Context: an optimization exercise on an open-source flow, tuned for small area and a short achievable clock period. The choices shown serve that exercise and are no tape-out recipe.
Function was checked by simulation only, so behaviour that the tests miss may differ from the original.
No activity file was given, so power comes from the tool's default toggle rates.

==> inputs of run a <==
==> flow/design.v (excerpt) <==
module execute (
  input  logic         clk,
  input  logic         rst,
  input  logic         VCSub,
  input  logic         SelWriteData,
  input  logic         Rs1_sel,
  input  logic         Rs2_sel,
  input  logic [1:0]   SelectorOpA,
  input  logic [1:0]   SelectorOpB,
  input  logic [2:0]   ALUop,
  input  logic [31:0]  OpA,
  input  logic [31:0]  OpB,
  input  logic [31:0]  Imm,
  input  logic [255:0] OpAV,
  input  logic [255:0] OpBV,
  output logic         Zero,
  output logic         Carry,
  output logic         OverFlow,
  output logic         Negative,
  output logic         eq,
  output logic         bgt,
  output logic [31:0]  ALUresult,
  output logic [31:0]  WriteData,
  output logic [255:0] VALUresult
);
==> flow/config.mk <==
export PLATFORM = sky130hd
export DESIGN_NAME = execute
export DESIGN_NICKNAME = execute
export VERILOG_FILES = /design/flow/design.v
export SDC_FILE = /design/flow/constraint.sdc
export NUM_CORES = 4
export LEC_CHECK = 0
export CAP_MARGIN = 20
export CORE_MARGIN = 2
export CORE_UTILIZATION = 60
export CTS_BUF_LIST = sky130_fd_sc_hd__clkbuf_8
export PLACE_DENSITY = 0.72
export SETUP_SLACK_MARGIN = 3.2
export SLEW_MARGIN = 20
export SYNTH_HIERARCHICAL = 1
export SYNTH_MINIMUM_KEEP_SIZE = 0
==> flow/constraint.sdc <==
create_clock -name core_clock -period 11.0 [get_ports {clk}]
set_input_delay 2.2000 -clock core_clock [delete_from_list [all_inputs] [get_ports {clk}]]
set_output_delay 2.2000 -clock core_clock [all_outputs]
set_load 0.01 [all_outputs]
standard.sh (not shown) runs the stock make flow with config.mk's settings and CLKGATE_MAP_FILE= SYNTH_SCRIPT=/design/flow/synth_recipe.tcl, a recipe that flattens the netlist after the stock synthesis.
==> flow/flow/run.sh <==
#!/bin/bash
# Standard layout (the standard.sh), with two changes:
#  - the port buffers that buffer_ports inserts are the smallest plain buffer (buf_1)
#    instead of the tool's default pick (a delay buffer);
#  - Yosys's synth runs with -noabc, so that its quick ABC pass does not remap the
#    adder-tree logic before the full adders are extracted (the final ABC mapping still runs).
set -euo pipefail
cd "$(dirname "$0")/.."
export BUFFER_PORTS_ARGS="-buffer_cell sky130_fd_sc_hd__buf_1"
export SYNTH_ARGS="-noabc"
bash standard.sh > flow_standard.log 2>&1
==> run b: changes against run a <==
--- a/flow/config.mk
+++ b/flow/config.mk
@@ -7,10 +7,10 @@
 export LEC_CHECK = 0
 export CAP_MARGIN = 20
 export CORE_MARGIN = 2
-export CORE_UTILIZATION = 60
+export CORE_UTILIZATION = 50
 export CTS_BUF_LIST = sky130_fd_sc_hd__clkbuf_8
-export PLACE_DENSITY = 0.72
-export SETUP_SLACK_MARGIN = 3.2
+export PLACE_DENSITY = 0.65
+export SETUP_SLACK_MARGIN = 3.4
 export SLEW_MARGIN = 20
 export SYNTH_HIERARCHICAL = 1
 export SYNTH_MINIMUM_KEEP_SIZE = 0
==> comparison table <==
item                                                                   run a                  run b
Run status                                          timing/DRC/antenna clean  timing/DRC/antenna clean
Buffers and inverters on the worst path                                    4                      7
Total length of routed met3 wires                                   76.70 mm               64.98 mm
Worst slew pin tran                                                 1.336 ns               1.324 ns
Pin count of the biggest net entering global routing                     164                    157
Wire length reported by the detailed router                         412.9 mm               428.7 mm
Count of filler cells inserted in the layout                           10990                  14470
Crit path max-delay cell type                         sky130_fd_sc_hd__buf_4  sky130_fd_sc_hd__fa_2
Global-route track usage on met1                                      65.22%                 61.42%
Horizontal die dimension                                            369.6 um               404.5 um
Met3 track demand over resource                                       29.59%                 20.73%
Sequential cell power                                                1.99 mW                1.96 mW
Post_cts resized                                                         205                    391
Number of placed instances with taps included                          12540                  12890
Number of multi-input logic gates                                       8927                   8920
Number of global-route vias before repair                              86750                  85320
Multi-input logic portion of the cell area                            76.30%                 75.28%
Area of the core region                                         133100 sq um           158900 sq um
Count of non-CTS buffers in the layout                                  1398                   1523

==> inputs of v8 <==
execute again, from the RTL that the note above started with.
export LEC_CHECK = 0
export CAP_MARGIN = 20
export CORE_MARGIN = 2
export CORE_UTILIZATION = 55
export CTS_BUF_LIST = sky130_fd_sc_hd__clkbuf_8
export PLACE_DENSITY = 0.7
export SETUP_SLACK_MARGIN = 3.3
export SLEW_MARGIN = 20
export SYNTH_HIERARCHICAL = 1
export SYNTH_MINIMUM_KEEP_SIZE = 0
create_clock -name core_clock -period 11.0 [get_ports {clk}]
Scripts as last shown in full above: flow/flow/run.sh
==> v31 (differences from v8) <==
--- a/flow/config.mk
+++ b/flow/config.mk
@@ -8,8 +8,8 @@
 export CAP_MARGIN = 20
 export CORE_MARGIN = 2
-export CORE_UTILIZATION = 55
+export CORE_UTILIZATION = 50
 export CTS_BUF_LIST = sky130_fd_sc_hd__clkbuf_8
-export PLACE_DENSITY = 0.7
-export SETUP_SLACK_MARGIN = 3.3
+export PLACE_DENSITY = 0.65
+export SETUP_SLACK_MARGIN = 3.2
 export SLEW_MARGIN = 20
 export SYNTH_HIERARCHICAL = 1
==> qor summary <==
metric	v8	v31
Routing usage on met3	0.2631	0.2172
Power in sequential cells	1.98 mW	1.99 mW
Number of inserted filler cells in the final layout	12.40k	14.82k
Routed length on met1	142600 µm	148300 µm
Beginning of the critical path	OpA[14]	SelectorOpB[1]
Number of buffers created by CTS	71	73
Proportion of layout cells with a drive suffix above 1	0.1190	0.09304
Period Utilization, post-route	0.7582	0.7337
Outcome	timing/DRC/antenna clean	timing/DRC/antenna clean
Hold Worst Slack	1.359 ns	1.327 ns
Met2 routing resource usage after global routing	0.7360	0.6786
Routed via count divided by cell count	6.925	6.679
Final Worst Setup Slack	2.660 ns	2.929 ns
Final net count	13.40k	13.28k
Number of setup buffers added after CTS	208	136
Highest cell delay on the worst timing path	0.83 ns	0.71 ns
Register fraction of the total cell area	0.08600	0.08833
Post-layout min period	8.340 ns	8.071 ns
Largest voltage drop on the vdd net	0.001132 V	0.0008749 V
Core area	145200 µm²	158900 µm²
Met3 routed WL	75370 µm	64460 µm
Minimum setup slack after placement	0.9855 ns	1.062 ns

static timing again, ports no longer ideal:
In the flow no input, the clock included, has a driving cell. The finished layouts below were timed again as built, in two steps.
Step 1 sets driving cells, clkbuf_16 on the clock port and buf_2 on the other inputs (assumed; they add their load-dependent delay and slew).
Step 2, shift: input delay + t, output delay - t, t = (earliest + latest rising clock arrival at the registers) / 2. This alone moves slack from input paths to output paths.
a / b / c = ideal / step 1 / step 2; a / b = the first two.
run | shift t [ns] | slack for setup (ns) | worst register clock-pin slew, ns | worst data-port slew with drivers (ns) | cell pins on the clock port's net
run a | 0.909 | 2.932 / 2.968 / 2.059 | 0.08 / 0.08 | 0.29 | 1
run b | 0.936 | 3.029 / 3.060 / 2.124 | 0.07 / 0.07 | 0.40 | 1
v8 | 0.895 | 2.660 / 2.707 / 1.813 | 0.09 / 0.09 | 0.31 | 1
v31 | 0.943 | 2.929 / 2.982 / 2.039 | 0.08 / 0.08 | 0.27 | 1
After both steps every run listed still meets setup and hold. The setup slack of run b, which loses most, moves by +0.031 ns with the drivers and by -0.905 ns with both steps.
